From an optimization exercise on the open Yosys and OpenROAD flow, aimed at small area and a short achievable clock period; shortcuts taken in it are not production practice.
In this exercise RTL edits were held to simulation tests only and were not proved equivalent to the original.
No activity file was given, so power comes from the tool's default toggle rates.

## flow/run.sh

```bash
#!/bin/bash
# synth_recipe.tcl (not shown) runs the flow's synth.tcl, then flattens the netlist and writes it again
# the make line also repeats each setting of config.mk as NAME=value (left out here)
make -C /OpenROAD-flow-scripts/flow DESIGN_CONFIG=/design/flow/config.mk WORK_HOME=/design/flow/orfs CLKGATE_MAP_FILE= SYNTH_SCRIPT=/design/flow/synth_recipe.tcl finish
```

## flow/config.mk

```make
export PLATFORM = sky130hd
export DESIGN_NAME = mem_wb_stage_param
export DESIGN_NICKNAME = mem_wb_stage_param
export VERILOG_FILES = /design/flow/design.v
export SDC_FILE = /design/flow/constraint.sdc
export NUM_CORES = 4
export LEC_CHECK = 0
export CAP_MARGIN = 20
export CORE_MARGIN = 2
export CORE_UTILIZATION = 55
export CTS_CLUSTER_DIAMETER = 80
export CTS_CLUSTER_SIZE = 24
export SETUP_SLACK_MARGIN = 2.7
export SLEW_MARGIN = 20
export SYNTH_HIERARCHICAL = 1
export SYNTH_MINIMUM_KEEP_SIZE = 0
```

## flow/constraint.sdc

```tcl
create_clock -name core_clock -period 5.6 [get_ports {clk}]
set_input_delay 1.1200 -clock core_clock [delete_from_list [all_inputs] [get_ports {clk}]]
set_output_delay 1.1200 -clock core_clock [all_outputs]
set_load 0.01 [all_outputs]
```

## flow/design.v

```verilog
module mem_wb_stage_param #(
    parameter int DATA_W   = 32,
    parameter int ADDR_W   = 7,
    parameter int REG_W    = 5,
    parameter int READ_LAT = 3
) (
    input  logic              clk,
    input  logic              reset,
    input  logic              valid_MEM,
    input  logic              MemRead_MEM,
    input  logic              MemWrite_MEM,
    input  logic              ByteOp_MEM,
    input  logic              Unsigned_MEM,
    input  logic              ResultSrc_MEM,
    input  logic              RegWrite_MEM,
    input  logic [REG_W-1:0]  rd_MEM,
    input  logic [DATA_W-1:0] alu_result_MEM,
    input  logic [DATA_W-1:0] write_data_MEM,
    output logic              stall_MEM,
    output logic [DATA_W-1:0] mem_data_WB,
    output logic [DATA_W-1:0] alu_result_WB,
    output logic              ResultSrc_WB,
    output logic              RegWrite_WB,
    output logic              valid_WB,
    output logic [REG_W-1:0]  rd_WB
);
    localparam int DEPTH = 1 << ADDR_W;
    logic              is_store, is_load;
    logic [ADDR_W-1:0] addr;
    logic              phase;
    logic              w1, w0;           
    assign addr     = alu_result_MEM[ADDR_W-1:0];
    assign is_store = valid_MEM & MemWrite_MEM;
    assign is_load  = valid_MEM & MemRead_MEM & ~MemWrite_MEM;
    always_ff @(posedge clk) phase <= ~phase;
    logic              st_lo_q, st_hi_q;    
    logic [DATA_W-1:0] wd_q;
    logic [DEPTH-1:0]  wsel;                
    logic [DATA_W-1:0] n_col;               
    always_ff @(posedge clk) begin
        st_lo_q <= is_store;
        st_hi_q <= is_store & ~ByteOp_MEM;
        wd_q    <= write_data_MEM;
    end
    always_comb begin
        for (int b = 0; b < DATA_W; b++)
            n_col[b] = ~(((b < 8) ? st_lo_q : st_hi_q) & (wd_q[b] ^ ~phase));
    end
    logic [DEPTH-1:0] sel_q, rsel;
    always_ff @(posedge clk) begin
        for (int r = 0; r < DEPTH; r++)
            sel_q[r] <= (addr == ADDR_W'(r));
    end
    assign wsel = sel_q;
    assign rsel = sel_q;
    logic [DATA_W*DEPTH-1:0] mem_q;
    genvar gr;
    generate
        for (gr = 0; gr < DEPTH; gr++) begin : g_row
            logic              a_lo, a_hi, nsel;
            logic [DATA_W-1:0] d;
            assign a_lo = wsel[gr] & st_lo_q;
            assign a_hi = wsel[gr] & st_hi_q;
            assign nsel = ~wsel[gr];
            mem_wb_wrow #(.W(DATA_W)) u_wrow (
                .q(mem_q[gr*DATA_W +: DATA_W]), .a_lo(a_lo), .a_hi(a_hi),
                .nsel(nsel), .n_col(n_col), .d(d));
            always_ff @(posedge clk)
                mem_q[gr*DATA_W +: DATA_W] <= d;
        end
    endgenerate
    localparam int NBANK = 4;
    localparam int BROWS = DEPTH / NBANK;       
    localparam int N3    = 10;                  
    localparam int N2    = 1;                   
    localparam int NGRP  = N3 + N2;
    logic [NBANK-1:0][NGRP-1:0][DATA_W-1:0] grp_n;   
    logic [NBANK-1:0][DATA_W-1:0]           bank_w, bank_q;
    genvar gk, gg;
    generate
        for (gk = 0; gk < NBANK; gk++) begin : g_bank
            for (gg = 0; gg < N3; gg++) begin : g_rd3
                localparam int R0 = gk * BROWS + 3 * gg;
                mem_wb_rd3 #(.W(DATA_W)) u_rd3 (
                    .d0(mem_q[R0*DATA_W +: DATA_W]),     .s0(rsel[R0]),
                    .d1(mem_q[(R0+1)*DATA_W +: DATA_W]), .s1(rsel[R0+1]),
                    .d2(mem_q[(R0+2)*DATA_W +: DATA_W]), .s2(rsel[R0+2]),
                    .y_n(grp_n[gk][gg]));
            end
            for (gg = 0; gg < N2; gg++) begin : g_rd2
                localparam int R0 = gk * BROWS + 3 * N3 + 2 * gg;
                mem_wb_rd2 #(.W(DATA_W)) u_rd2 (
                    .d0(mem_q[R0*DATA_W +: DATA_W]),     .s0(rsel[R0]),
                    .d1(mem_q[(R0+1)*DATA_W +: DATA_W]), .s1(rsel[R0+1]),
                    .y_n(grp_n[gk][N3+gg]));
            end
        end
    endgenerate
    always_comb begin
        for (int k = 0; k < NBANK; k++) begin
            bank_w[k] = '1;
            for (int g = 0; g < NGRP; g++)
                bank_w[k] = bank_w[k] & grp_n[k][g];
            bank_w[k] = ~bank_w[k];
        end
    end
    always_ff @(posedge clk) bank_q <= bank_w;
    logic [DATA_W-1:0] rword, rdata, load_data;
    always_comb begin
        rword = '0;
        for (int k = 0; k < NBANK; k++)
            rword = rword | bank_q[k];
    end
    assign rdata = rword ^ {DATA_W{~phase}};
    always_comb begin
        load_data = rdata;
        if (ByteOp_MEM)
            load_data = Unsigned_MEM ? DATA_W'(rdata[7:0]) : DATA_W'($signed(rdata[7:0]));
    end
    assign stall_MEM = w1 | (~w0 & is_load);
    always_ff @(posedge clk) begin
        if (reset) begin
            w1 <= 1'b0;
            w0 <= 1'b0;
        end else begin
            w1 <= ~w1 & ~w0 & is_load;
            w0 <= w1;
        end
    end
    always_ff @(posedge clk) begin
        if (reset) begin
            mem_data_WB   <= '0;
            alu_result_WB <= '0;
            ResultSrc_WB  <= 1'b0;
            RegWrite_WB   <= 1'b0;
            valid_WB      <= 1'b0;
            rd_WB         <= '0;
        end else if (stall_MEM) begin
            valid_WB    <= 1'b0;
            RegWrite_WB <= 1'b0;
        end else begin
            valid_WB      <= valid_MEM;
            RegWrite_WB   <= valid_MEM & RegWrite_MEM;
            ResultSrc_WB  <= ResultSrc_MEM;
            rd_WB         <= rd_MEM;
            alu_result_WB <= alu_result_MEM;
            if (is_load)
                mem_data_WB <= load_data;
        end
    end
endmodule
module mem_wb_wrow #(
    parameter int W = 32
) (
    input  logic [W-1:0] q,
    input  logic         a_lo,
    input  logic         a_hi,
    input  logic         nsel,
    input  logic [W-1:0] n_col,
    output logic [W-1:0] d
);
    always_comb begin
        for (int b = 0; b < W; b++)
            d[b] = ~((q[b] | ((b < 8) ? a_lo : a_hi)) & (nsel | n_col[b]));
    end
endmodule
module mem_wb_rd3 #(
    parameter int W = 32
) (
    input  logic [W-1:0] d0,
    input  logic         s0,
    input  logic [W-1:0] d1,
    input  logic         s1,
    input  logic [W-1:0] d2,
    input  logic         s2,
    output logic [W-1:0] y_n
);
    assign y_n = ~((d0 & {W{s0}}) | (d1 & {W{s1}}) | (d2 & {W{s2}}));
endmodule
module mem_wb_rd2 #(
    parameter int W = 32
) (
    input  logic [W-1:0] d0,
    input  logic         s0,
    input  logic [W-1:0] d1,
    input  logic         s1,
    output logic [W-1:0] y_n
);
    assign y_n = ~((d0 & {W{s0}}) | (d1 & {W{s1}}));
endmodule
```

==> summary.txt, run 1 <==
CTS H-Tree Depth=4; clock slew seen by the registers of the worst setup and hold paths=approximately 0.10 ns; count of buffers inserted at the top-level ports=150; WL/cell=around 34 um; cell type with the largest total area after synthesis=dfxtp_1; total routing usage reported by global routing=0.371; Power Density=about 350 nW/um^2; transition at the pin with the smallest max-transition slack=between 1 and 1.5 ns; count of standard-cell rows=about 190; worst-case vdd ir drop=0.000264 V; Nets=~12k; met3 layer usage reported by global route=0.0859; initial cell density of the core=0.553; data arrival at the endpoint of the critical path=about 3.6 ns; register area share after synthesis=0.610; Worst Path Max Fanout=22; Final setup violation count=0; critical path class=reg2reg; Root Buffer Master=clkbuf_16; share of cells above drive strength 1=0.0637; instance area at placement=146000 um^2; die footprint=approximately 270000 um^2; cell breakdown of the critical path=buf_4 -> a222oi_1 -> nand4_1 -> nor2_2 -> nand4_1; result of the run=complete, no violations; final critical-path required period=2.98 ns; Iter 0 DRT Violations=~22k; x dimension of the die=approximately 520 um; remaining routing DRC violations=0; CP bufs+invs=1; summed instance area of the synthesized netlist=147000 um^2; multi-input logic area=47300 um^2; CTS Buf Count=215; Top Family by Delay on Critical Path=simple AND/OR/NAND/NOR gates; Pre-Repair DR Iteration Count=30; post-synthesis average cell area=~12 um^2; final hold violation count=0; main combinational cell family by area after synthesis=compound AO/OA/AOI/OAI gates; kind of end point of the critical path=register; met1 Use GR=0.499; I/O pin total=151; post-synthesis share of cell area spent on xor and xnor gates=0.00239; Pleak=between 50 and 60 nW; post-synthesis cell count=~13k; pin count of the biggest net entering global routing=between 100 and 150; portion of synthesized cell area occupied by the leading cell type=0.610; height of the chip=approximately 520 um; share of flip-flops with an asynchronous set or reset after synthesis=0; CTS tree=yes; crit share post-route=0.531; global route hottest layer=met2; Critical Path Max Stage Delay=~0.57 ns; Via density=~7.7; Clock Skews=approximately 0.05 ns; unrepaired setup endpoints after global routing=yes; final weighted congestion of routability-driven global placement=0.893; clock network latency to the later pin of the worst-skew pair=between 0.9 and 1 ns; total wire length after detailed routing=around 530 mm; count of flip-flops with a built-in enable after synthesis=0; clock sink total=roughly 4.5k; post-DP HPWL=between 300 and 400 mm; deepest clock path buffer count=4; via count=~120k; Slowest-stage cell, CP=dfxtp_1; total negative slack for setup checks=0 ns; Core Area=265000 um^2; Reg area=slightly below 90000 um^2; fill cell total of the finished layout=between 20k and 25k; dominant register cell in the synthesized netlist=dfxtp_1; layout overhead on the synthesized area=3.79%; number of global-route vias before repair=approximately 110k; cell type with the highest occurrence count on the critical path=nand4_1; final global-route overflow total=0; data required time at the worst endpoint=6.27 ns; worst slew margin relative to its limit=0.149; most area-consuming cells after synthesis=dfxtp_1, o22ai_1, a222oi_1; portion of netlist area occupied by mux cells=0.00171; startpoint type of the worst setup path=register; initial antenna violation count=26; number of different library cells in the post-synthesis netlist=39; Max Slew Vio Count=0; Final ANT Viol Nets=0; number of flip-flops and latches in the synthesized netlist=approximately 4.5k; fraction of the mapped netlist area in compound gates=0.275; Fmax=~0.34 GHz; Adder-Cell Fraction of Synth Area=0; post-route standard cell area excluding fillers=approximately 150000 um^2; Yosys warning count=8; met2 Track Usage GR=0.558; Synth Area in Simple Gates=0.0393; class of the most critical hold timing path=reg2reg; MaxCap Viol Count=0; Mapped Nets=12.7k; first-pass GRT wire length=about 760 mm
report_power, final:
part | internal, mW | switching, mW
clock | 7.19 | 10.0
combinational | 1.01 | 1.68
sequential | 33.1 | 0.779
total | 41.3 | 12.5
per-stage QoR:
step,setup slack [ns],util,cells,power [mW],hold WS (ns)
6_report,2.62,0.574,15700,53.8,0.444
5_1_grt,2.61,0.574,15600,55.2,0.456
4_1_cts,2.45,0.573,15600,53.8,0.448
3_5_place_dp,1.95,0.550,15400,37.2,0.436
3_3_place_gp,1.86,0.549,15400,37.0,0.428
2_1_floorplan,2.31,-,12600,35.9,0.421
worst register-to-register path, cell delays in order (launching register included):
cell	delay (ns)
dfxtp_1	0.57
buf_4	0.38
a222oi_1	0.44
nand4_1	0.44
nor2_2	0.47
nand4_1	0.40
per-layer routing:
metal,vias to the layer above,share of wire
li1,50900,-
met1,60200,0.39
met2,7660,0.44
met3,1193,0.12
met4,10,0.059
met5,-,0.00012
kinds of logic (layout without fill, tap and decap cells):
logic type / after synthesis / after routing
other: 0 / 14
DFF: 4461 / 4461
buffers and inverters: 1377 / 886
AOI/OAI and AO/OA: 5645 / 5645
muxes: 25 / 25
xor gates and xnor gates: 40 / 40
and+or+nand+nor: 1044 / 1047
final timing paths:
check | endpoint | from | slack [ns] | depth (start not counted)
worst min register to register | mem_q[3340]$_DFF_P_ | mem_q[3340]$_DFF_P_ | 0.44 | 1
worst max-delay path | bank_q[56]$_DFF_P_ | sel_q[45]$_DFF_P_ | 2.62 | 5
worst min-delay path | mem_q[3340]$_DFF_P_ | mem_q[3340]$_DFF_P_ | 0.44 | 1
worst max register to register | bank_q[56]$_DFF_P_ | sel_q[45]$_DFF_P_ | 2.62 | 5
cells in the final DEF (no fill, tap or decap), types with 14 or more instances in the layout:
cell type,instances
a21oi_1,70
a222oi_1,1280
a22oi_1,128
a311oi_2,20
and2_1,215
and2_2,42
buf_12,19
buf_4,304
buf_8,16
clkbuf_16,222
clkdlybuf4s50_1,73
clkinv_1,14
dfxtp_1,4437
dfxtp_2,16
diode_2,14
dlygate4sd2_1,72
inv_1,100
inv_2,18
mux2i_1,24
nand2_4,19
nand2_8,16
nand3_1,45
nand4_1,385
nor2_1,248
nor4_1,28
o21ai_0,36
o22ai_1,4096
xnor2_1,37
synthesized netlist by cell type (2+ instances only):
cell type	instances
nand3b_1	3
nand4_1	385
a311oi_1	4
a22oi_1	128
inv_1	131
xnor2_1	40
mux2i_1	25
o22ai_1	4096
nand3_1	45
clkbuf_1	70
nor3_1	2
and2_1	257
o21ai_1	2
nor2b_1	5
buf_2	404
a211oi_1	7
nand2_1	43
buf_6	514
a21oi_1	70
a222oi_1	1280
nor2_1	263
buf_4	256
nor4_1	31
a311oi_2	20
o21ai_0	36
dfxtp_1	4461
or3b_2	2
timing repair:
action | in CTS | in global routing
pin swaps | 6 | 11
cloned | 3 | 1
buffers inserted | 3 | 0
resized for setup | 165 | 29
hold buffers | 0 | 0
setup endpoints to repair | 2179 | 96
flip-flops by register name (all words and copies together) (netlist names), 5 cells and up:
name           flops
rd_WB              5
bank_q           128
mem_q           4096
alu_result_WB     32
sel_q            128
wd_q              32
mem_data_WB       32
final cells by class:
type	count	area share
Sequential cell	4461	0.588
Multi-Input combinational cell	6757	0.311
Clock buffer	229	0.0366
Timing Repair Buffer	511	0.0310
Tap cell	3533	0.0291
Inverter	132	0.00326
Clock inverter	14	0.00115
Antenna cell	14	0.000230
==> run 2, diff against run 1 <==
--- a/flow/config.mk
+++ b/flow/config.mk
@@ -7,10 +7,10 @@
 export LEC_CHECK = 0
 export CAP_MARGIN = 20
 export CORE_MARGIN = 2
-export CORE_UTILIZATION = 55
+export CORE_UTILIZATION = 65
 export CTS_CLUSTER_DIAMETER = 80
 export CTS_CLUSTER_SIZE = 24
-export SETUP_SLACK_MARGIN = 2.7
+export SETUP_SLACK_MARGIN = 2.75
 export SLEW_MARGIN = 20
 export SYNTH_HIERARCHICAL = 1
 export SYNTH_MINIMUM_KEEP_SIZE = 0
==> summary.txt, run 2 <==
first-pass GRT wire length=738 mm (-3.4%); I/O pin total=151 (unchanged); post-synthesis cell count=12.6k (unchanged); Via density=7.99 (+4.3%); clock slew seen by the registers of the worst setup and hold paths=0.10 ns (about the same); cell type with the largest total area after synthesis=dfxtp_1; layout overhead on the synthesized area=2.89%; Final setup violation count=0 (unchanged); register area share after synthesis=0.610 (unchanged); post-synthesis average cell area=11.6 um^2 (unchanged); Power Density=353 nW/um^2 (-0.31%); dominant register cell in the synthesized netlist=dfxtp_1; Nets=12.1k (-0.44%); Worst Setup Slack, final=2.60 ns (-0.0250 ns); final critical-path required period=3.00 ns (+0.0250 ns); die footprint=229000 um^2 (-15%); data arrival at the endpoint of the critical path=3.61 ns (-0.03 ns); number of global-route vias before repair=113k (+0.62%); unrepaired setup endpoints after global routing=yes; portion of synthesized cell area occupied by the leading cell type=0.610 (unchanged); post-DP HPWL=306 mm (-4.1%); summed instance area of the synthesized netlist=147000 um^2 (unchanged); clock sink total=4461 (unchanged); most common cell in the netlist=dfxtp_1; initial cell density of the core=0.653 (+0.100); via count=120k (+0.26%); startpoint type of the worst setup path=register; CTS H-Tree Depth=4 (unchanged); WL/cell=33.7 um (-0.68%); data required time at the worst endpoint=6.21 ns (-0.06 ns); number of flip-flops and latches in the synthesized netlist=4461 (unchanged); pin count of the biggest net entering global routing=129 (unchanged); instance area at placement=145000 um^2 (-0.76%); count of buffers inserted at the top-level ports=150 (unchanged); total wire length after detailed routing=507 mm (-4.5%); final weighted congestion of routability-driven global placement=0.938 (+5.0%); Pleak=55.3 nW (-0.63%); deepest clock path buffer count=3 (-1); number of different library cells in the post-synthesis netlist=39 (unchanged); max reg flops=4096 (unchanged); initial antenna violation count=22 (-15%); clock network latency to the later pin of the worst-skew pair=0.90 ns (-0.04 ns); Max Slew Vio Count=0 (unchanged); Placement Setup Slack=1.97 ns (+0.0163 ns); worst-case vdd ir drop=0.000373 V (+41%); crit share post-route=0.536 (+0.00446); count of standard-cell rows=174 (-7.9%); share of cells above drive strength 1=0.0585 (-0.00525); kind of end point of the critical path=register; post-route standard cell area excluding fillers=151000 um^2 (-0.87%); worst slew margin relative to its limit=0.138 (-0.0113); Pre-Repair DR Iteration Count=17 (-43%); Core Area=224000 um^2 (-15%); Fin Hold WS=0.446 ns (+0.00141 ns); transition at the pin with the smallest max-transition slack=1.29 ns (+0.0174 ns); class of the most critical hold timing path=reg2reg; Yosys warning count=8 (unchanged); most area-consuming cells after synthesis=dfxtp_1, o22ai_1, a222oi_1; MaxCap Viol Count=0 (unchanged); Fmax=0.333 GHz (-0.83%); x dimension of the die=479 um (-8.0%); final global-route overflow total=0 (unchanged); Iter 0 DRT Violations=23.7k (+9.8%); Final ANT Viol Nets=0 (unchanged); register with the most flip-flops=mem_q; Root Buffer Master=clkbuf_16; Mapped Nets=12.7k (unchanged); height of the chip=479 um (-8.0%); Clock Skews=0.0287 ns (-0.0213 ns); result of the run=complete, no violations; commonest cells after routing, fill and taps aside=dfxtp_1, o22ai_1, a222oi_1, nand4_1, buf_4; most used standard cells in the synthesized netlist=dfxtp_1, o22ai_1, a222oi_1, buf_6, buf_2; CTS tree=yes; CTS Buf Count=204 (-5.1%); share of flip-flops with an asynchronous set or reset after synthesis=0 (unchanged); count of flip-flops with a built-in enable after synthesis=0 (unchanged); critical path class=reg2reg; remaining routing DRC violations=0 (unchanged); total negative slack for setup checks=0 ns (unchanged); registers with the most flip-flops=mem_q: 4096 flops, bank_q: 128 flops, sel_q: 128 flops; leading cell type in the layout, fill and taps excluded=dfxtp_1; final hold violation count=0 (unchanged); Worst Path Max Fanout=24 (+9.1%); total routing usage reported by global routing=0.419 (+0.0484)
-- run 2: worst paths after layout --
kind	start	to	slack [ns]	depth (start not counted)
max	sel_q[45]$_DFF_P_	bank_q[40]$_DFF_P_	2.60	5
min	mem_q[1570]$_DFF_P_	mem_q[1570]$_DFF_P_	0.45	1
max reg2reg	sel_q[45]$_DFF_P_	bank_q[40]$_DFF_P_	2.60	5
min reg2reg	mem_q[1570]$_DFF_P_	mem_q[1570]$_DFF_P_	0.45	1
-- run 2: power by group --
group | total (mW) | internal (mW) | switching, mW | leakage [nW]
Sequential | 33.9 | 33.1 | 0.779 | 37.4
Combinational | 2.71 | 1.01 | 1.70 | 15.2
Clock | 16.5 | 6.79 | 9.74 | 2.67
Total | 53.2 | 40.9 | 12.2 | 55.3
-- run 2: critical path, cell delays in order (launching register included) --
cell      delay (ns)
dfxtp_1         0.47
buf_4           0.33
a222oi_1        0.64
nand4_1         0.42
nor2_2          0.44
nand4_1         0.40
-- run 2: cell type report --
cell class              count  area [um^2]
diodes                     13         32.5
clock buffers             213         5300
clock inverters            12          121
fillers                 17000        73700
inverters                 132          499
multi-input cells        6754        47200
flip-flops and latches   4461        89400
well taps                2992         3740
repair buffers            472         4490
-- run 2: metrics by stage --
step | instances | total power, mW | util
after floorplan | 12600 | 35.9 | -
after CTS | 15000 | 53.0 | 0.669
after global placement | 14800 | 37.0 | 0.644
after detailed placement | 14800 | 37.2 | 0.645
after global routing | 15000 | 54.5 | 0.671
final | 15000 | 53.2 | 0.672
-- run 2: timing repair --
action                                 in CTS  in global routing
gates resized for setup                   113                 23
hold buffers                                0                  0
setup endpoints to repair                2635                242
pin swaps                                   4                  5
buffers inserted                            2                  0
endpoints found under the hold margin       0                  0
-- run 2: per-layer routing --
layer	up-vias	part of all wire	global-route usage
met5	-	0.00027	0.00621
met3	1362	0.13	0.111
met2	8288	0.42	0.599
met4	22	0.068	0.254
li1	50800	-	-
met1	59900	0.38	0.570
-- run 2: cell families after synthesis --
family | after synthesis | share of synthesized area
muxes | 25 | 0.00171
xor gates and xnor gates | 40 | 0.00239
and+or+nand+nor | 1044 | 0.0393
DFF | 4461 | 0.610
buffers and inverters | 1377 | 0.0716
AOI/OAI and AO/OA | 5645 | 0.275
==> run 3, diff against run 2 <==
==> flow/flow/run.sh (new file) <==
#!/bin/bash
# The standard layout, with real buffers on the ports (the platform default
# is a delay cell) and the resizer free to change a cell's footprint.
set -euo pipefail
bash standard.sh MATCH_CELL_FOOTPRINT=0 \
    'BUFFER_PORTS_ARGS=-buffer_cell sky130_fd_sc_hd__buf_4' finish > standard_flow.log 2>&1
==> flow/standard.sh (new file) <==
#!/bin/bash
# synth_recipe.tcl (not shown) runs the flow's synth.tcl, then flattens the netlist and writes it again
# the make line also repeats each setting of config.mk as NAME=value (left out here)
make -C /OpenROAD-flow-scripts/flow DESIGN_CONFIG=/design/flow/config.mk WORK_HOME=/design/flow/orfs CLKGATE_MAP_FILE= SYNTH_SCRIPT=/design/flow/synth_recipe.tcl "${@:-finish}"
--- a/flow/config.mk
+++ b/flow/config.mk
@@ -7,10 +7,10 @@
 export LEC_CHECK = 0
 export CAP_MARGIN = 20
 export CORE_MARGIN = 2
-export CORE_UTILIZATION = 65
+export CORE_UTILIZATION = 55
 export CTS_CLUSTER_DIAMETER = 80
 export CTS_CLUSTER_SIZE = 24
-export SETUP_SLACK_MARGIN = 2.75
+export SETUP_SLACK_MARGIN = 2.7
 export SLEW_MARGIN = 20
 export SYNTH_HIERARCHICAL = 1
 export SYNTH_MINIMUM_KEEP_SIZE = 0
removed: flow/run.sh
==> summary.txt, run 3 <==
result of the run=complete, no violations; switching share of power=0.232 (+0.00191); Worst Path Max Fanout=14 (-42%); data arrival at the endpoint of the critical path=3.80 ns (+0.19 ns); max reg flops=4096 (unchanged); clock sink total=4461 (unchanged); Post-Place Cells=15.4k (+4.4%); transition at the pin with the smallest max-transition slack=1.37 ns (+0.0823 ns); filler-free cell count of the finished design=15.7k (+4.4%); number of global-route vias before repair=114k (+1.2%); total wire length after detailed routing=542 mm (+6.9%); Nets=12.2k (+0.83%); Pleak=55.7 nW (+0.76%); dominant register cell in the synthesized netlist=dfxtp_1; deepest clock path buffer count=3 (unchanged); height of the chip=520 um (+8.6%); capture point of the worst reg-to-reg path=bank_q[86]$_DFF_P_; unrepaired setup endpoints after global routing=yes; post-synthesis average cell area=11.6 um^2 (unchanged); total routing usage reported by global routing=0.379 (-0.0399); via count=121k (+0.16%); startpoint type of the worst setup path=register; final critical-path required period=3.03 ns (+0.0306 ns); kind of end point of the critical path=register; Final ANT Viol Nets=0 (unchanged); Core Area=265000 um^2 (+18%); most common cell in the netlist=dfxtp_1; cell type with the largest total area after synthesis=dfxtp_1; final core utilization=0.573 (-0.0987); clock share of power=0.317 (+0.006); post-synthesis cell count=12.6k (unchanged); Via density=7.67 (-4.0%); worst slew margin relative to its limit=0.0854 (-0.0528); Pre-Repair DR Iteration Count=20 (+3); summed instance area of the synthesized netlist=147000 um^2 (unchanged); share of cells above drive strength 1=0.0763 (+0.0179); first-pass GRT wire length=779 mm (+5.5%); portion of synthesized cell area occupied by the leading cell type=0.610 (unchanged); Sequential Power Share=0.634 (-0.004); Fin Hold WS=0.300 ns (-0.146 ns); Mapped Nets=12.7k (unchanged); leading cell type in the layout, fill and taps excluded=dfxtp_1; registers with the most flip-flops=mem_q: 4096 flops, bank_q: 128 flops, sel_q: 128 flops; class of the most critical hold timing path=in2reg; instance area at placement=146000 um^2 (+0.70%); Worst Setup Slack, final=2.57 ns (-0.0306 ns); CTS Buf Count=206 (+0.98%); final global-route overflow total=0 (unchanged); clock slew seen by the registers of the worst setup and hold paths=0.10 ns (about the same); fill cell total of the finished layout=22.2k (+31%); layout overhead on the synthesized area=3.66%; internal power component=41.1 mW (+0.44%); pin count of the biggest net entering global routing=129 (unchanged); critical path class=reg2reg; CTS tree=yes; Placement Setup Slack=2.14 ns (+0.173 ns); post-route standard cell area excluding fillers=152000 um^2 (+0.75%); count of standard-cell rows=189 (+8.6%); total negative slack for setup checks=0 ns (unchanged); Root Buffer Master=clkbuf_16; Final Power=53.5 mW (+0.69%); CTS H-Tree Depth=4 (unchanged); final weighted congestion of routability-driven global placement=0.903 (-3.7%); data required time at the worst endpoint=6.36 ns (+0.15 ns); switching component of the power=12.4 mW (+1.5%); crit share post-route=0.541 (+0.00546); Worst Hold Path EP=wd_q[14]$_DFF_P_; initial cell density of the core=0.553 (-0.100); most used standard cells in the synthesized netlist=dfxtp_1, o22ai_1, a222oi_1, buf_6, buf_2; share of total power in combinational logic=0.050 (about the same); share of flip-flops with an asynchronous set or reset after synthesis=0 (unchanged); count of buffers inserted at the top-level ports=150 (unchanged); remaining routing DRC violations=0 (unchanged); Worst Hold Path Cells=1 (unchanged); hold path start=write_data_MEM[14]; MaxCap Viol Count=0 (unchanged); I/O pin total=151 (unchanged); launch instance of the worst register-to-register path=sel_q[65]$_DFF_P_; R2R setup slack=2.57 ns (-0.03 ns); number of different library cells in the post-synthesis netlist=39 (unchanged); Max Slew Vio Count=0 (unchanged); Clock Skews=0.0362 ns (+0.00749 ns); Iter 0 DRT Violations=21.0k (-12%); commonest cells after routing, fill and taps aside=dfxtp_1, o22ai_1, a222oi_1, buf_4, nand4_1; Final setup violation count=0 (unchanged); worst setup path startpoint=sel_q[65]$_DFF_P_; x dimension of the die=520 um (+8.6%); die footprint=271000 um^2 (+18%); count of flip-flops with a built-in enable after synthesis=0 (unchanged); clock network latency to the later pin of the worst-skew pair=0.92 ns (+0.02 ns); number of flip-flops and latches in the synthesized netlist=4461 (unchanged); FF-to-FF path depth=5 (unchanged); Fmax=0.330 GHz (-1.0%); post-DP HPWL=324 mm (+5.7%); register with the most flip-flops=mem_q; Yosys warning count=8 (unchanged); worst-case vdd ir drop=0.000396 V (+6.2%); most area-consuming cells after synthesis=dfxtp_1, o22ai_1, a222oi_1; Power Density=352 nW/um^2 (about the same); register area share after synthesis=0.610 (unchanged); final hold violation count=0 (unchanged); WL/cell=34.5 um (+2.5%); initial antenna violation count=26 (+18%)
-- run 3: cell counts after synthesis --
Identical to the previous run, type by type.
-- run 3: cells by family (layout without fill, tap and decap cells) --
kind of cell              count (synthesis)  after routing  share of synthesized area
AOI/OAI and AO/OA                      5645           5645                      0.275
DFF                                    4461           4461                      0.610
buffers and inverters                  1377            942                     0.0716
and+or+nand+nor                        1044           1045                     0.0393
other                                     0             14                          0
xor gates and xnor gates                 40             40                    0.00239
muxes                                    25             25                    0.00171
-- run 3: repair_timing --
action                      CTS  global route
buffers inserted              3             1
hold buffers                  0             0
setup endpoints to repair  1253           628
cloned                        1             1
pin swaps                     2             3
resized for setup            25            17
-- run 3: power groups by stage --
stage          Clock [mW]  Sequential (mW)  Combinational, mW
2_1_floorplan           0             34.4               1.53
3_3_place_gp            0             34.5               2.46
3_5_place_dp            0             34.6               2.55
4_1_cts              17.0             33.9               2.57
5_1_grt              18.1             34.1               2.77
6_report             16.9             33.9               2.67
-- run 3: final cells by class --
cell class / count / area, um^2 / share of cell area
timing repair buffer: 570 / 4800 / 0.0316
clock buffer: 224 / 5450 / 0.0359
clock inverter: 16 / 163 / 0.00107
multi-input combinational: 6755 / 47100 / 0.310
inverter: 132 / 495 / 0.00326
sequential: 4461 / 89300 / 0.588
tap: 3533 / 4420 / 0.0291
antenna: 14 / 35.0 / 0.000231
-- run 3: routing by layer --
layer,track usage,wire length (um),vias up
li1,-,-,51000
met1,0.505,209000,60200
met2,0.558,234000,7984
met3,0.0922,63800,1363
met4,0.229,36200,22
met5,0,152,-
-- run 3: how the worst max path moves through the flow --
stage / endpoint / slack, ns / cells after the start
after floorplan: mem_q[1001]$_DFF_P_ / 2.31 / 5
after global routing: mem_q[1679]$_DFF_P_ / 2.55 / 4
after global placement: mem_q[2477]$_DFF_P_ / 2.22 / 5
after CTS: mem_q[927]$_DFF_P_ / 2.66 / 4
after detailed placement: mem_q[45]$_DFF_P_ / 2.14 / 5
final: bank_q[86]$_DFF_P_ / 2.57 / 5
-- run 3: worst max-delay path, cell delays in order, from the launching register on --
cell and delay (ns):
dfxtp_1 0.56, buf_4 0.33, a222oi_1 0.66, nand4_1 0.34, nor2_1 0.79, nand4_1 0.20
==> run 4, diff against run 3 <==
--- a/flow/design.v
+++ b/flow/design.v
@@ -33,18 +33,17 @@
     assign is_store = valid_MEM & MemWrite_MEM;
     assign is_load  = valid_MEM & MemRead_MEM & ~MemWrite_MEM;
     always_ff @(posedge clk) phase <= ~phase;
+    logic              st_lo, st_hi;
     logic              st_lo_q, st_hi_q;    
-    logic [DATA_W-1:0] wd_q;
     logic [DEPTH-1:0]  wsel;                
     logic [DATA_W-1:0] n_col;               
+    assign st_lo = is_store;
+    assign st_hi = is_store & ~ByteOp_MEM;
     always_ff @(posedge clk) begin
-        st_lo_q <= is_store;
-        st_hi_q <= is_store & ~ByteOp_MEM;
-        wd_q    <= write_data_MEM;
-    end
-    always_comb begin
+        st_lo_q <= st_lo;
+        st_hi_q <= st_hi;
         for (int b = 0; b < DATA_W; b++)
-            n_col[b] = ~(((b < 8) ? st_lo_q : st_hi_q) & (wd_q[b] ^ ~phase));
+            n_col[b] <= ~(((b < 8) ? st_lo : st_hi) & (write_data_MEM[b] ^ phase));
     end
     logic [DEPTH-1:0] sel_q, rsel;
     always_ff @(posedge clk) begin
--- a/flow/config.mk
+++ b/flow/config.mk
@@ -7,10 +7,10 @@
 export LEC_CHECK = 0
 export CAP_MARGIN = 20
 export CORE_MARGIN = 2
-export CORE_UTILIZATION = 55
+export CORE_UTILIZATION = 65
 export CTS_CLUSTER_DIAMETER = 80
 export CTS_CLUSTER_SIZE = 24
-export SETUP_SLACK_MARGIN = 2.7
+export SETUP_SLACK_MARGIN = 2.75
 export SLEW_MARGIN = 20
 export SYNTH_HIERARCHICAL = 1
 export SYNTH_MINIMUM_KEEP_SIZE = 0
==> summary.txt, run 4 <==
pin count of the biggest net entering global routing=129 (unchanged); Power Density=352 nW/um^2 (about the same); via count=121k (+0.28%); height of the chip=479 um (-8.0%); count of buffers inserted at the top-level ports=150 (unchanged); total met3 wirelength after detailed routing=65.7 mm (+3.1%); total routing usage reported by global routing=0.422 (+0.0423); register area share after synthesis=0.610 (about the same); Yosys warning count=8 (unchanged); initial cell density of the core=0.653 (+0.100); result of the run=complete, no violations; worst slew margin relative to its limit=0.190 (+0.104); layout overhead on the synthesized area=2.81%; Critical Path Max Stage Delay=0.97 ns (+0.18 ns); MaxCap Viol Count=0 (unchanged); clock sink total=4461 (unchanged); fill cell total of the finished layout=17.0k (-24%); summed instance area of the synthesized netlist=146000 um^2 (about the same); data required time at the worst endpoint=6.34 ns (-0.02 ns); CTS Buf Count=204 (-0.97%); commonest cells after routing, fill and taps aside=dfxtp_1, o22ai_1, a222oi_1, buf_4, nand4_1; max reg flops=4096 (unchanged); CTS H-Tree Depth=4 (unchanged); I/O pin total=151 (unchanged); final weighted congestion of routability-driven global placement=0.902 (-0.14%); Iter 0 DRT Violations=22.1k (+5.2%); Pre-Repair DR Iteration Count=13 (-35%); unrepaired setup endpoints after global routing=yes; Reg area=89500 um^2 (+0.15%); number of global-route vias before repair=111k (-2.5%); length of routed wiring on met1=195 mm (-6.7%); multi-input logic area=46800 um^2 (-0.69%); final hold violation count=0 (unchanged); x dimension of the die=479 um (-8.0%); WL/cell=33.9 um (-1.7%); CTS tree=yes; final critical-path required period=2.92 ns (-0.113 ns); count of standard-cell rows=174 (-7.9%); data arrival at the endpoint of the critical path=3.66 ns (-0.14 ns); count of flip-flops with a built-in enable after synthesis=0 (unchanged); Pleak=55.4 nW (-0.52%); clock slew seen by the registers of the worst setup and hold paths=0.10 ns (about the same); remaining routing DRC violations=0 (unchanged); Via density=8.00 (+4.3%); clock network latency to the later pin of the worst-skew pair=0.93 ns (about the same); total negative slack for setup checks=0 ns (unchanged); Final Power=53.1 mW (-0.86%); registers with the most flip-flops=mem_q: 4096 flops, bank_q: 128 flops, sel_q: 128 flops; share of flip-flops with an asynchronous set or reset after synthesis=0 (unchanged); crit share post-route=0.521 (-0.0201); post-DP HPWL=314 mm (-3.0%); worst-case vdd ir drop=0.000340 V (-14%); Max Slew Vio Count=0 (unchanged); die footprint=229000 um^2 (-15%); share of cells above drive strength 1=0.0733 (-0.00303); class of the most critical hold timing path=in2reg; cell type with the largest total area after synthesis=dfxtp_1; R2R setup slack=2.68 ns (+0.11 ns); most area-consuming cells after synthesis=dfxtp_1, o22ai_1, a222oi_1; number of flip-flops and latches in the synthesized netlist=4461 (unchanged); leading cell type in the layout, fill and taps excluded=dfxtp_1; register with the most flip-flops=mem_q; dominant register cell in the synthesized netlist=dfxtp_1; most common cell in the netlist=dfxtp_1; highest layer used for signal routing=met5; met2 wirelength from detailed routing=218 mm (-6.6%); Fmax=0.343 GHz (+3.9%); Final setup violation count=0 (unchanged); final global-route overflow total=0 (unchanged); Core Area=224000 um^2 (-15%); Final ANT Viol Nets=0 (unchanged); total wire length after detailed routing=513 mm (-5.5%); startpoint type of the worst setup path=register; cell breakdown of the critical path=buf_4 -> and2_1 -> o22ai_1; post-synthesis average cell area=11.6 um^2 (about the same); first-pass GRT wire length=738 mm (-5.2%); Mapped Nets=12.7k (-0.016%); kind of end point of the critical path=register; most used standard cells in the synthesized netlist=dfxtp_1, o22ai_1, a222oi_1, buf_6, buf_2; Root Buffer Master=clkbuf_16; transition at the pin with the smallest max-transition slack=1.22 ns (-0.156 ns); portion of synthesized cell area occupied by the leading cell type=0.610 (about the same); Nets=12.2k (-0.39%); number of different library cells in the post-synthesis netlist=42 (+7.7%); initial antenna violation count=18 (-31%); post-synthesis cell count=12.6k (-0.016%); Slowest-stage cell, CP=and2_1; Worst Path Max Fanout=58 (+44); Clock Skews=0.0395 ns (+0.00329 ns); deepest clock path buffer count=3 (unchanged); critical path class=reg2reg
## run 4: worst paths after layout
path,to,from,cells after the start
hold reg to reg,mem_q[226]$_DFF_P_,mem_q[226]$_DFF_P_,1
hold / removal,n_col[28]$_DFF_P_,write_data_MEM[28],3
setup / recovery,mem_q[1469]$_DFF_P_,st_hi_q$_DFF_P_,3
setup reg to reg,mem_q[1469]$_DFF_P_,st_hi_q$_DFF_P_,3
## run 4: where the power goes
| part | switching [mW] | internal, mW |
|---|---|---|
| registers | 0.935 | 33.1 |
| logic | 1.43 | 0.996 |
| clock network | 9.74 | 6.84 |
## run 4: cell families (layout without fill, tap and decap cells)
kind of cell / after synthesis / count (layout) / share of synthesized area
DFF: 4461 / 4461 / 0.610
AOI/OAI and AO/OA: 5645 / 5645 / 0.275
buffers and inverters: 1375 / 886 / 0.0715
other: 0 / 9 / 0
xor gates and xnor gates: 40 / 40 / 0.00239
and+or+nand+nor: 1044 / 1044 / 0.0393
muxes: 25 / 25 / 0.00171
## run 4: final cells by class
| class | count | area share |
|---|---|---|
| Antenna cell | 9 | 0.000150 |
| Clock buffer | 221 | 0.0358 |
| Clock inverter | 7 | 0.000507 |
| Inverter | 132 | 0.00331 |
| Multi-Input combinational cell | 6754 | 0.311 |
| Sequential cell | 4461 | 0.594 |
| Tap cell | 2992 | 0.0249 |
| Timing Repair Buffer | 526 | 0.0304 |
## run 4: metrics by stage
stage / utilization / area, um^2 / hold WS [ns] / cells / setup WS (ns)
CTS: 0.668 / 150000 / 0.406 / 15100 / 2.55
finish: 0.671 / 151000 / 0.416 / 15100 / 2.68
floorplan: - / 146000 / 0.421 / 12600 / 2.79
detailed placement: 0.643 / 144000 / 0.436 / 14800 / 2.47
global placement: 0.642 / 144000 / 0.428 / 14800 / 2.23
global route: 0.671 / 151000 / 0.403 / 15100 / 2.63
## run 4: critical path, delay by kind of cell (launching register included)
kind | cells | cell delay [ns]
AO/OA/AOI/OAI | 1 | 0.24
AND/OR/NAND/NOR | 1 | 0.97
buffers and inverters | 1 | 0.72
flip-flops | 1 | 0.75
## run 4: per-layer routing
metal	GRT usage	up-vias
li1	-	50900
met1	0.578	60000
met2	0.607	8681
met3	0.0998	1275
met4	0.251	14
met5	0	-
## run 4: timing repair
| item | CTS | global route |
|---|---|---|
| pin swaps | 0 | 2 |
| setup buffers | 1 | 11 |
| gates resized for setup | 18 | 17 |
| endpoints found under the hold margin | 0 | 0 |
| hold buffers | 0 | 0 |
| gates cloned | 2 | 4 |
| endpoints found under the setup margin | 8 | 130 |
==> run 5, diff against run 4 <==
==> flow/run.sh (new file) <==
#!/bin/bash
# synth_recipe.tcl (not shown) runs the flow's synth.tcl, then flattens the netlist and writes it again
# the make line also repeats each setting of config.mk as NAME=value (left out here)
make -C /OpenROAD-flow-scripts/flow DESIGN_CONFIG=/design/flow/config.mk WORK_HOME=/design/flow/orfs CLKGATE_MAP_FILE= SYNTH_SCRIPT=/design/flow/synth_recipe.tcl finish
removed: flow/flow/run.sh
removed: flow/standard.sh
==> summary.txt, run 5 <==
remaining routing DRC violations=0 (unchanged); max reg flops=4096 (unchanged); Mapped Nets=12.7k (unchanged); summed instance area of the synthesized netlist=146000 um^2 (unchanged); MaxCap Viol Count=0 (unchanged); share of flip-flops with an asynchronous set or reset after synthesis=0 (unchanged); final weighted congestion of routability-driven global placement=1.01 (+12%); register with the most flip-flops=mem_q; initial cell density of the core=0.653 (unchanged); leading cell type in the layout, fill and taps excluded=dfxtp_1; final core utilization=0.671 (about the same); Fin Hold WS=0.446 ns (+0.0300 ns); x dimension of the die=479 um (unchanged); clock sink total=4461 (unchanged); Pleak=55.3 nW (-0.17%); CTS tree=yes; Worst Path Max Fanout=35 (-40%); data required time at the worst endpoint=6.28 ns (-0.06 ns); filler-free cell count of the finished design=15.1k (-0.19%); Yosys warning count=8 (unchanged); number of different library cells in the post-synthesis netlist=42 (unchanged); I/O pin total=151 (unchanged); portion of synthesized cell area occupied by the leading cell type=0.610 (unchanged); first-pass GRT wire length=739 mm (about the same); Max Slew Vio Count=0 (unchanged); clock slew seen by the registers of the worst setup and hold paths=0.09 ns (about the same); commonest cells after routing, fill and taps aside=dfxtp_1, o22ai_1, a222oi_1, nand4_1, buf_4; dominant register cell in the synthesized netlist=dfxtp_1; startpoint type of the worst setup path=register; deepest clock path buffer count=3 (unchanged); share of cells above drive strength 1=0.0593 (-0.0140); transition at the pin with the smallest max-transition slack=1.21 ns (-0.000777 ns); most common cell in the netlist=dfxtp_1; count of flip-flops with a built-in enable after synthesis=0 (unchanged); WL/cell=33.9 um (about the same); Final setup violation count=0 (unchanged); data arrival at the endpoint of the critical path=3.59 ns (-0.07 ns); worst slew margin relative to its limit=0.190 (+0.000518); Final ANT Viol Nets=0 (unchanged); total negative slack for setup checks=0 ns (unchanged); register area share after synthesis=0.610 (unchanged); Worst Setup Slack, final=2.69 ns (+0.00979 ns); result of the run=complete, no violations; Nets=12.1k (-0.28%); post-DP HPWL=309 mm (-1.4%); height of the chip=479 um (unchanged); hold path start=mem_q[67]$_DFF_P_; initial antenna violation count=30 (+12); die footprint=229000 um^2 (unchanged); clock network latency to the later pin of the worst-skew pair=0.91 ns (-0.02 ns); worst setup path startpoint=sel_q[18]$_DFF_P_; Clock Skews=0.0353 ns (-0.00419 ns); launch instance of the worst register-to-register path=sel_q[18]$_DFF_P_; multi-input logic area=46800 um^2 (about the same); unrepaired setup endpoints after global routing=yes; post-synthesis average cell area=11.6 um^2 (unchanged); worst-case vdd ir drop=0.000307 V (-9.5%); most area-consuming cells after synthesis=dfxtp_1, o22ai_1, a222oi_1; most used standard cells in the synthesized netlist=dfxtp_1, o22ai_1, a222oi_1, buf_6, buf_2; Power Density=352 nW/um^2 (about the same); kind of end point of the critical path=register; fill cell total of the finished layout=17.1k (+0.76%); Placement Setup Slack=1.68 ns (-0.789 ns); Via density=8.01 (about the same); registers with the most flip-flops=mem_q: 4096 flops, bank_q: 128 flops, sel_q: 128 flops; count of buffers inserted at the top-level ports=150 (unchanged); pin count of the biggest net entering global routing=95 (-26%); Post-Place Cells=14.8k (-0.22%); crit share post-route=0.520 (-0.00175); class of the most critical hold timing path=reg2reg; Fmax=0.344 GHz (+0.34%); critical path class=reg2reg; number of global-route vias before repair=112k (+0.54%); CTS H-Tree Depth=4 (unchanged); Iter 0 DRT Violations=22.8k (+3.1%); cell type with the largest total area after synthesis=dfxtp_1; number of flip-flops and latches in the synthesized netlist=4461 (unchanged); total wire length after detailed routing=511 mm (-0.28%); final hold violation count=0 (unchanged); final global-route overflow total=0 (unchanged); post-synthesis cell count=12.6k (unchanged); Pre-Repair DR Iteration Count=13 (unchanged); count of standard-cell rows=174 (unchanged); final critical-path required period=2.91 ns (-0.00979 ns); CTS Buf Count=204 (unchanged); layout overhead on the synthesized area=2.80% (about the same); via count=121k (-0.094%); Root Buffer Master=clkbuf_16; total routing usage reported by global routing=0.422 (about the same); Core Area=224000 um^2 (unchanged); Reg area=89500 um^2 (about the same)
## run 5: final timing paths
| check | to | slack, ns | cells past startpoint |
|---|---|---|---|
| worst max-delay path | bank_q[2]$_DFF_P_ | 2.69 | 4 |
| worst min-delay path | mem_q[67]$_DFF_P_ | 0.45 | 1 |
| worst max register to register | bank_q[2]$_DFF_P_ | 2.69 | 4 |
| worst min register to register | mem_q[67]$_DFF_P_ | 0.45 | 1 |
## run 5: cell type report
cell class	count	area share
repair buffers	490	0.0301
repair inverters	2	0.0000665
clock inverters	11	0.000756
multi-input cells	6754	0.311
diodes	12	0.000199
well taps	2992	0.0249
clock buffers	219	0.0354
flip-flops and latches	4461	0.594
inverters	132	0.00332
## run 5: kinds of logic after synthesis
group	synth area share
AOI/OAI and AO/OA	0.275
xor gates and xnor gates	0.00239
buffers and inverters	0.0715
DFF	0.610
muxes	0.00171
and+or+nand+nor	0.0393
## run 5: stage by stage
| step | cell area (um^2) | power, mW |
|---|---|---|
| after floorplan | 146000 | 35.9 |
| after global routing | 151000 | 54.4 |
| final | 151000 | 53.1 |
| after global placement | 144000 | 36.9 |
| after CTS | 150000 | 52.9 |
| after detailed placement | 144000 | 37.1 |
## run 5: what timing repair did
action | 4_1_cts | 5_1_grt
buffers inserted | 4 | 3
gates resized for setup | 101 | 21
pin swaps | 1 | 4
gates cloned | 4 | 2
hold buffers | 0 | 0
hold endpoints to repair | 0 | 0
endpoints found under the setup margin | 73 | 9
## run 5: worst max-delay path: stages, from the launching register on
cell      delay (ns)
dfxtp_2         0.63
a222oi_1        0.76
nand4_1         0.34
nor2_1          0.57
nand4_1         0.33
## run 5: routing by layer
metal / GRT usage / wire length, um / vias to the layer above
li1: - / - / 50800
met1: 0.583 / 193000 / 59900
met2: 0.604 / 218000 / 8757
met3: 0.109 / 68700 / 1296
met4: 0.230 / 31400 / 16
met5: 0 / 88 / -
## run 5: power by group
part           switching, mW  internal [mW]
clock                   9.73           6.82
sequential             0.928           33.1
combinational           1.46          0.999
total                   12.1           40.9
==> run 6, diff against run 5 <==
--- a/flow/config.mk
+++ b/flow/config.mk
@@ -7,7 +7,7 @@
 export LEC_CHECK = 0
 export CAP_MARGIN = 20
 export CORE_MARGIN = 2
-export CORE_UTILIZATION = 65
+export CORE_UTILIZATION = 70
 export CTS_CLUSTER_DIAMETER = 80
 export CTS_CLUSTER_SIZE = 24
 export SETUP_SLACK_MARGIN = 2.75
==> summary.txt, run 6 <==
instance area at placement=144000 um^2 (-0.47%); worst slew margin relative to its limit=0.0911 (-0.0991); cell type with the highest occurrence count on the critical path=nand4_1; final critical-path required period=3.00 ns (+0.0941 ns); Fin Hold WS=0.446 ns (+0.000565 ns); pin count of the biggest net entering global routing=106 (+12%); number of global-route vias before repair=113k (+0.64%); CTS H-Tree Depth=4 (unchanged); WL/cell=33.7 um (-0.75%); Worst Path Max Fanout=20 (-43%); portion of synthesized cell area occupied by the leading cell type=0.610 (unchanged); capture point of the worst reg-to-reg path=bank_q[114]$_DFF_P_; kind of end point of the critical path=register; first-pass GRT wire length=723 mm (-2.1%); CTS Buf Count=204 (unchanged); most used standard cells in the synthesized netlist=dfxtp_1, o22ai_1, a222oi_1, buf_6, buf_2; final weighted congestion of routability-driven global placement=0.941 (-6.9%); R2R setup slack=2.60 ns (-0.09 ns); summed instance area of the synthesized netlist=146000 um^2 (unchanged); height of the chip=461 um (-3.6%); final global-route overflow total=0 (unchanged); clock slew seen by the registers of the worst setup and hold paths=0.09 ns (about the same); registers with the most flip-flops=mem_q: 4096 flops, bank_q: 128 flops, sel_q: 128 flops; post-DP HPWL=304 mm (-1.9%); number of different library cells in the post-synthesis netlist=42 (unchanged); transition at the pin with the smallest max-transition slack=1.35 ns (+0.136 ns); x dimension of the die=461 um (-3.6%); die footprint=213000 um^2 (-7.1%); final hold violation count=0 (unchanged); count of flip-flops with a built-in enable after synthesis=0 (unchanged); total routing usage reported by global routing=0.445 (+0.0236); commonest cells after routing, fill and taps aside=dfxtp_1, o22ai_1, a222oi_1, nand4_1, nor2_1; Max Slew Vio Count=0 (unchanged); Pre-Repair DR Iteration Count=14 (+1); Via density=8.19 (+2.2%); startpoint type of the worst setup path=register; cell type with the largest total area after synthesis=dfxtp_1; data arrival at the endpoint of the critical path=3.68 ns (+0.09 ns); leading cell type in the layout, fill and taps excluded=dfxtp_1; register with the most flip-flops=mem_q; initial antenna violation count=33 (+10%); share of flip-flops with an asynchronous set or reset after synthesis=0 (unchanged); CTS tree=yes; worst setup path startpoint=sel_q[115]$_DFF_P_; final core utilization=0.721 (+0.0502); Core Area=207000 um^2 (-7.6%); post-route standard cell area excluding fillers=150000 um^2 (-0.65%); crit share post-route=0.536 (+0.0168); post-synthesis average cell area=11.6 um^2 (unchanged); Final setup violation count=0 (unchanged); worst-case vdd ir drop=0.000387 V (+26%); CP bufs+invs=1 (+1); total negative slack for setup checks=0 ns (unchanged); layout overhead on the synthesized area=2.13%; remaining routing DRC violations=0 (unchanged); Top Family by Delay on Critical Path=simple AND/OR/NAND/NOR gates; Nets=12.1k (-0.43%); Final Power=52.8 mW (-0.56%); deepest clock path buffer count=3 (unchanged); Final ANT Viol Nets=0 (unchanged); most common cell in the netlist=dfxtp_1; Clock Skews=0.0184 ns (-0.0169 ns); Root Buffer Master=clkbuf_16; share of cells above drive strength 1=0.0540 (-0.00535); unrepaired setup endpoints after global routing=yes; Yosys warning count=8 (unchanged); count of buffers inserted at the top-level ports=150 (unchanged); hold path start=mem_q[3558]$_DFF_P_; cell breakdown of the critical path=buf_4 -> a222oi_1 -> nand4_1 -> nor2_1 -> nand4_1; WP depth=5 (+1); via count=121k (+0.40%); FF-to-FF path depth=5 (+1); Mapped Nets=12.7k (unchanged); count of standard-cell rows=167 (-4.0%); most area-consuming cells after synthesis=dfxtp_1, o22ai_1, a222oi_1; Worst Hold Path EP=mem_q[3558]$_DFF_P_; Fmax=0.333 GHz (-3.1%); total wire length after detailed routing=498 mm (-2.5%); launch instance of the worst register-to-register path=sel_q[115]$_DFF_P_; max reg flops=4096 (unchanged); initial cell density of the core=0.706 (+0.0534); Critical Path Max Stage Delay=0.64 ns (-0.12 ns); I/O pin total=151 (unchanged); result of the run=complete, no violations; clock network latency to the later pin of the worst-skew pair=0.90 ns (about the same); Slowest-stage cell, CP=dfxtp_1; MaxCap Viol Count=0 (unchanged); clock sink total=4461 (unchanged); data required time at the worst endpoint=6.27 ns (about the same); register area share after synthesis=0.610 (unchanged); number of flip-flops and latches in the synthesized netlist=4461 (unchanged); Worst Hold Path Cells=1 (unchanged); dominant register cell in the synthesized netlist=dfxtp_1; Power Density=353 nW/um^2 (about the same); critical path class=reg2reg; Pleak=54.9 nW (-0.69%); post-synthesis cell count=12.6k (unchanged); class of the most critical hold timing path=reg2reg; Iter 0 DRT Violations=24.3k (+6.5%)
-- run 6: power breakdown --
part / internal (mW) / switching [mW] / total [mW]
combinational: 0.990 / 1.43 / 2.42
sequential: 33.1 / 0.923 / 34.0
clock: 6.67 / 9.63 / 16.3
-- run 6: layout make-up --
type	instances	area, um^2
flip-flops and latches	4461	89500
fillers	14800	57900
multi-input cells	6754	46800
clock buffers	214	5250
repair buffers	438	4030
well taps	2788	3490
inverters	132	507
clock inverters	4	35.0
diodes	14	35.0
repair inverters	2	10.0
-- run 6: worst max-delay path by stage --
stage                          endpoint  slack [ns]
finish              bank_q[114]$_DFF_P_        2.60
global placement              stall_MEM        1.67
detailed placement            stall_MEM        1.69
floorplan                     stall_MEM        2.79
CTS                           stall_MEM        2.50
global route                  stall_MEM        2.67
-- run 6: routing by layer --
metal  global-route usage  vias up  wire (um)
li1                     -    50700          -
met1                0.595    59500     183000
met2                0.640     9364     211000
met3                0.119     1665      67500
met4                0.283       26      36700
met5                    0        -        177
-- run 6: worst register-to-register path, delay by kind of cell, from the launching register on --
| family | cells | cell delay (ns) |
|---|---|---|
| AND/OR/NAND/NOR | 3 | 1.14 |
| AO/OA/AOI/OAI | 1 | 0.60 |
| flip-flops | 1 | 0.64 |
| buffers and inverters | 1 | 0.39 |
-- run 6: repair_timing --
action,in CTS,in global routing
hold buffers,0,0
pin swaps,1,1
endpoints found under the setup margin,73,15
setup buffers,4,1
resized for setup,96,17
gates cloned,4,1
-- run 6: metrics by stage --
step                      worst slack, ns  instances
after floorplan                      2.79      12600
after global placement               1.67      14500
after detailed placement             1.69      14500
after CTS                            2.50      14800
after global routing                 2.67      14800
final                                2.60      14800
-- run 6: cells by family after synthesis --
family | Yosys count | share of synthesized area
simple gates | 1044 | 0.0393
mux | 25 | 0.00171
compound gates | 5645 | 0.275
flops | 4461 | 0.610
xor+xnor | 40 | 0.00239
buf+inv | 1375 | 0.0715
==> run 7, diff against run 6 <==
--- a/flow/config.mk
+++ b/flow/config.mk
@@ -7,10 +7,10 @@
 export LEC_CHECK = 0
 export CAP_MARGIN = 20
 export CORE_MARGIN = 2
-export CORE_UTILIZATION = 70
+export CORE_UTILIZATION = 60
 export CTS_CLUSTER_DIAMETER = 80
-export CTS_CLUSTER_SIZE = 24
-export SETUP_SLACK_MARGIN = 2.75
+export CTS_CLUSTER_SIZE = 27
+export SETUP_SLACK_MARGIN = 2.8
 export SLEW_MARGIN = 20
 export SYNTH_HIERARCHICAL = 1
 export SYNTH_MINIMUM_KEEP_SIZE = 0
==> summary.txt, run 7 <==
leading cell type in the layout, fill and taps excluded=dfxtp_1; Iter 0 DRT Violations=21.7k (-11%); clock sink total=4461 (unchanged); Pleak=55.3 nW (+0.74%); initial cell density of the core=0.603 (-0.103); worst slew margin relative to its limit=0.189 (+0.0974); post-synthesis cell count=12.6k (unchanged); total negative slack for setup checks=0 ns (unchanged); kind of end point of the critical path=register; total wire length after detailed routing=519 mm (+4.0%); die footprint=248000 um^2 (+17%); dominant register cell in the synthesized netlist=dfxtp_1; max reg flops=4096 (unchanged); MaxCap Viol Count=0 (unchanged); most used standard cells in the synthesized netlist=dfxtp_1, o22ai_1, a222oi_1, buf_6, buf_2; Final setup violation count=0 (unchanged); portion of synthesized cell area occupied by the leading cell type=0.610 (unchanged); startpoint type of the worst setup path=register; number of flip-flops and latches in the synthesized netlist=4461 (unchanged); final hold violation count=0 (unchanged); Fmax=0.345 GHz (+3.6%); share of flip-flops with an asynchronous set or reset after synthesis=0 (unchanged); Mapped Nets=12.7k (unchanged); result of the run=complete, no violations; most area-consuming cells after synthesis=dfxtp_1, o22ai_1, a222oi_1; unrepaired setup endpoints after global routing=yes; cell type with the largest total area after synthesis=dfxtp_1; data required time at the worst endpoint=6.31 ns (+0.04 ns); crit share post-route=0.518 (-0.0185); Max Slew Vio Count=0 (unchanged); CTS Buf Count=187 (-8.3%); clock network latency to the later pin of the worst-skew pair=0.89 ns (about the same); Root Buffer Master=clkbuf_16; post-synthesis average cell area=11.6 um^2 (unchanged); data arrival at the endpoint of the critical path=3.61 ns (-0.07 ns); number of global-route vias before repair=112k (-0.14%); final global-route overflow total=0 (unchanged); Worst Hold Path Cells=1 (unchanged); via count=120k (-1.1%); commonest cells after routing, fill and taps aside=dfxtp_1, o22ai_1, a222oi_1, nand4_1, buf_4; Core Area=243000 um^2 (+17%); transition at the pin with the smallest max-transition slack=1.22 ns (-0.134 ns); total routing usage reported by global routing=0.395 (-0.0506); final critical-path required period=2.90 ns (-0.104 ns); initial antenna violation count=12 (-64%); share of cells above drive strength 1=0.0608 (+0.00681); worst-case vdd ir drop=0.000336 V (-13%); Placement Setup Slack=1.95 ns (+0.268 ns); final core utilization=0.620 (-0.101); deepest clock path buffer count=3 (unchanged); Worst Path Max Fanout=24 (+20%); register area share after synthesis=0.610 (unchanged); count of buffers inserted at the top-level ports=150 (unchanged); Yosys warning count=8 (unchanged); WL/cell=33.9 um (+0.58%); Nets=12.1k (+0.51%); count of flip-flops with a built-in enable after synthesis=0 (unchanged); most common cell in the netlist=dfxtp_1; I/O pin total=151 (unchanged); clock slew seen by the registers of the worst setup and hold paths=0.10 ns (about the same); layout overhead on the synthesized area=2.87%; final weighted congestion of routability-driven global placement=0.886 (-5.8%); register with the most flip-flops=mem_q; first-pass GRT wire length=750 mm (+3.7%); Worst Setup Slack, final=2.70 ns (+0.104 ns); pin count of the biggest net entering global routing=129 (+22%); count of standard-cell rows=181 (+8.4%); remaining routing DRC violations=0 (unchanged); summed instance area of the synthesized netlist=146000 um^2 (unchanged); x dimension of the die=498 um (+7.9%); Clock Skews=0.0269 ns (+0.00852 ns); registers with the most flip-flops=mem_q: 4096 flops, bank_q: 128 flops, sel_q: 128 flops; CTS tree=yes; height of the chip=498 um (+7.9%); class of the most critical hold timing path=reg2reg; Power Density=351 nW/um^2 (-0.50%); cts hold-fix bufs=0 (unchanged); post-DP HPWL=316 mm (+4.0%); number of different library cells in the post-synthesis netlist=42 (unchanged); Pre-Repair DR Iteration Count=13 (-1); Final ANT Viol Nets=0 (unchanged); Via density=7.83 (-4.3%); Final Power=52.9 mW (+0.22%); critical path class=reg2reg; CTS H-Tree Depth=4 (unchanged); FF-to-FF path depth=5 (unchanged)
==> run 7: cells by family (layout without fill, tap and decap cells) <==
group           Yosys count  after routing  synth area share
mux                      25             25           0.00171
compound gates         5645           5645             0.275
buf+inv                1375            892            0.0715
simple gates           1044           1044            0.0393
other cells               0              7                 0
xor+xnor                 40             40           0.00239
flops                  4461           4461             0.610
==> run 7: worst paths after layout <==
| kind | endpoint | slack, ns | from |
|---|---|---|---|
| worst max-delay path | bank_q[22]$_DFF_P_ | 2.70 | sel_q[1]$_DFF_P_ |
| worst min-delay path | mem_q[265]$_DFF_P_ | 0.45 | mem_q[265]$_DFF_P_ |
| worst max register to register | bank_q[22]$_DFF_P_ | 2.70 | sel_q[1]$_DFF_P_ |
| worst min register to register | mem_q[265]$_DFF_P_ | 0.45 | mem_q[265]$_DFF_P_ |
==> run 7: final cells by class <==
type	count	area, um^2
multi-input combinational	6754	46800
clock buffer	213	5000
antenna	7	17.5
inverter	132	503
tap	3202	4010
clock inverter	29	312
sequential	4461	89500
fill	19600	92300
timing repair buffer	518	4630
==> run 7: repair_timing <==
action,4_1_cts,5_1_grt
gates cloned,4,0
setup buffers,1,3
setup endpoints to repair,100,225
resized for setup,91,32
pin swaps,2,2
==> run 7: power by group <==
part | leakage (nW) | total (mW) | switching (mW) | internal [mW]
clock | 2.61 | 16.4 | 9.83 | 6.60
sequential | 37.4 | 34.0 | 0.906 | 33.1
combinational | 15.3 | 2.42 | 1.43 | 0.993
total | 55.3 | 52.9 | 12.2 | 40.7
==> run 7: layer usage <==
layer	vias up	global-route usage	routed length [um]
met2	7813	0.589	226000
li1	50900	-	-
met1	60000	0.530	199000
met3	1241	0.0860	60300
met4	0	0.224	32700
met5	-	0	0
==> run 7: through the flow <==
stage | hold slack [ns] | cell area, um^2 | instances
2_1_floorplan | 0.421 | 147000 | 12600
3_3_place_gp | 0.428 | 145000 | 15000
3_5_place_dp | 0.436 | 145000 | 15000
4_1_cts | 0.450 | 150000 | 15300
5_1_grt | 0.455 | 151000 | 15300
6_report | 0.447 | 151000 | 15300
==> run 7: worst max-delay path, cell delays in order, from the launching register on <==
cell and delay [ns]:
dfxtp_1 0.63, buf_4 0.43, a222oi_1 0.35, nand4_1 0.34, nor2_1 0.67, nand4_1 0.27

## separate check: timing with driven ports
Ports are ideal in the flow. The routed layouts listed here were re-timed in OpenROAD. Step 1: set_driving_cell puts a clkbuf_16 on clk and a buf_2 on each other input, an assumption about the parent block. Step 2 times the ports against the registers' clock, not the clock port: input delays grow and output delays shrink by t, the midpoint of the rising clock arrivals with the driver on. Slacks: no drivers / after step 1 / after step 2; pairs: no drivers / after step 1.
run | shift t [ns] | slack for setup (ns) | clock arrival spread, ns | worst data-port slew with drivers (ns)
run 1 | 1.015 | 2.624 / 2.599 / 1.842 | 0.057 / 0.058 | 0.21
run 2 | 0.982 | 2.599 / 2.599 / 2.102 | 0.029 / 0.029 | 0.10
run 3 | 0.986 | 2.568 / 2.568 / 2.490 | 0.046 / 0.046 | 0.13
run 4 | 0.997 | 2.681 / 2.597 / 2.325 | 0.044 / 0.044 | 0.20
run 5 | 0.983 | 2.691 / 2.647 / 2.244 | 0.039 / 0.039 | 0.19
run 6 | 0.983 | 2.597 / 2.597 / 1.861 | 0.024 / 0.024 | 0.20
run 7 | 0.974 | 2.700 / 2.661 / 2.317 | 0.032 / 0.032 | 0.10
After both steps every run listed still meets setup and hold. For run 1, which loses most, drivers alone change the setup slack by -0.025 ns; drivers and shift together by -0.782 ns.
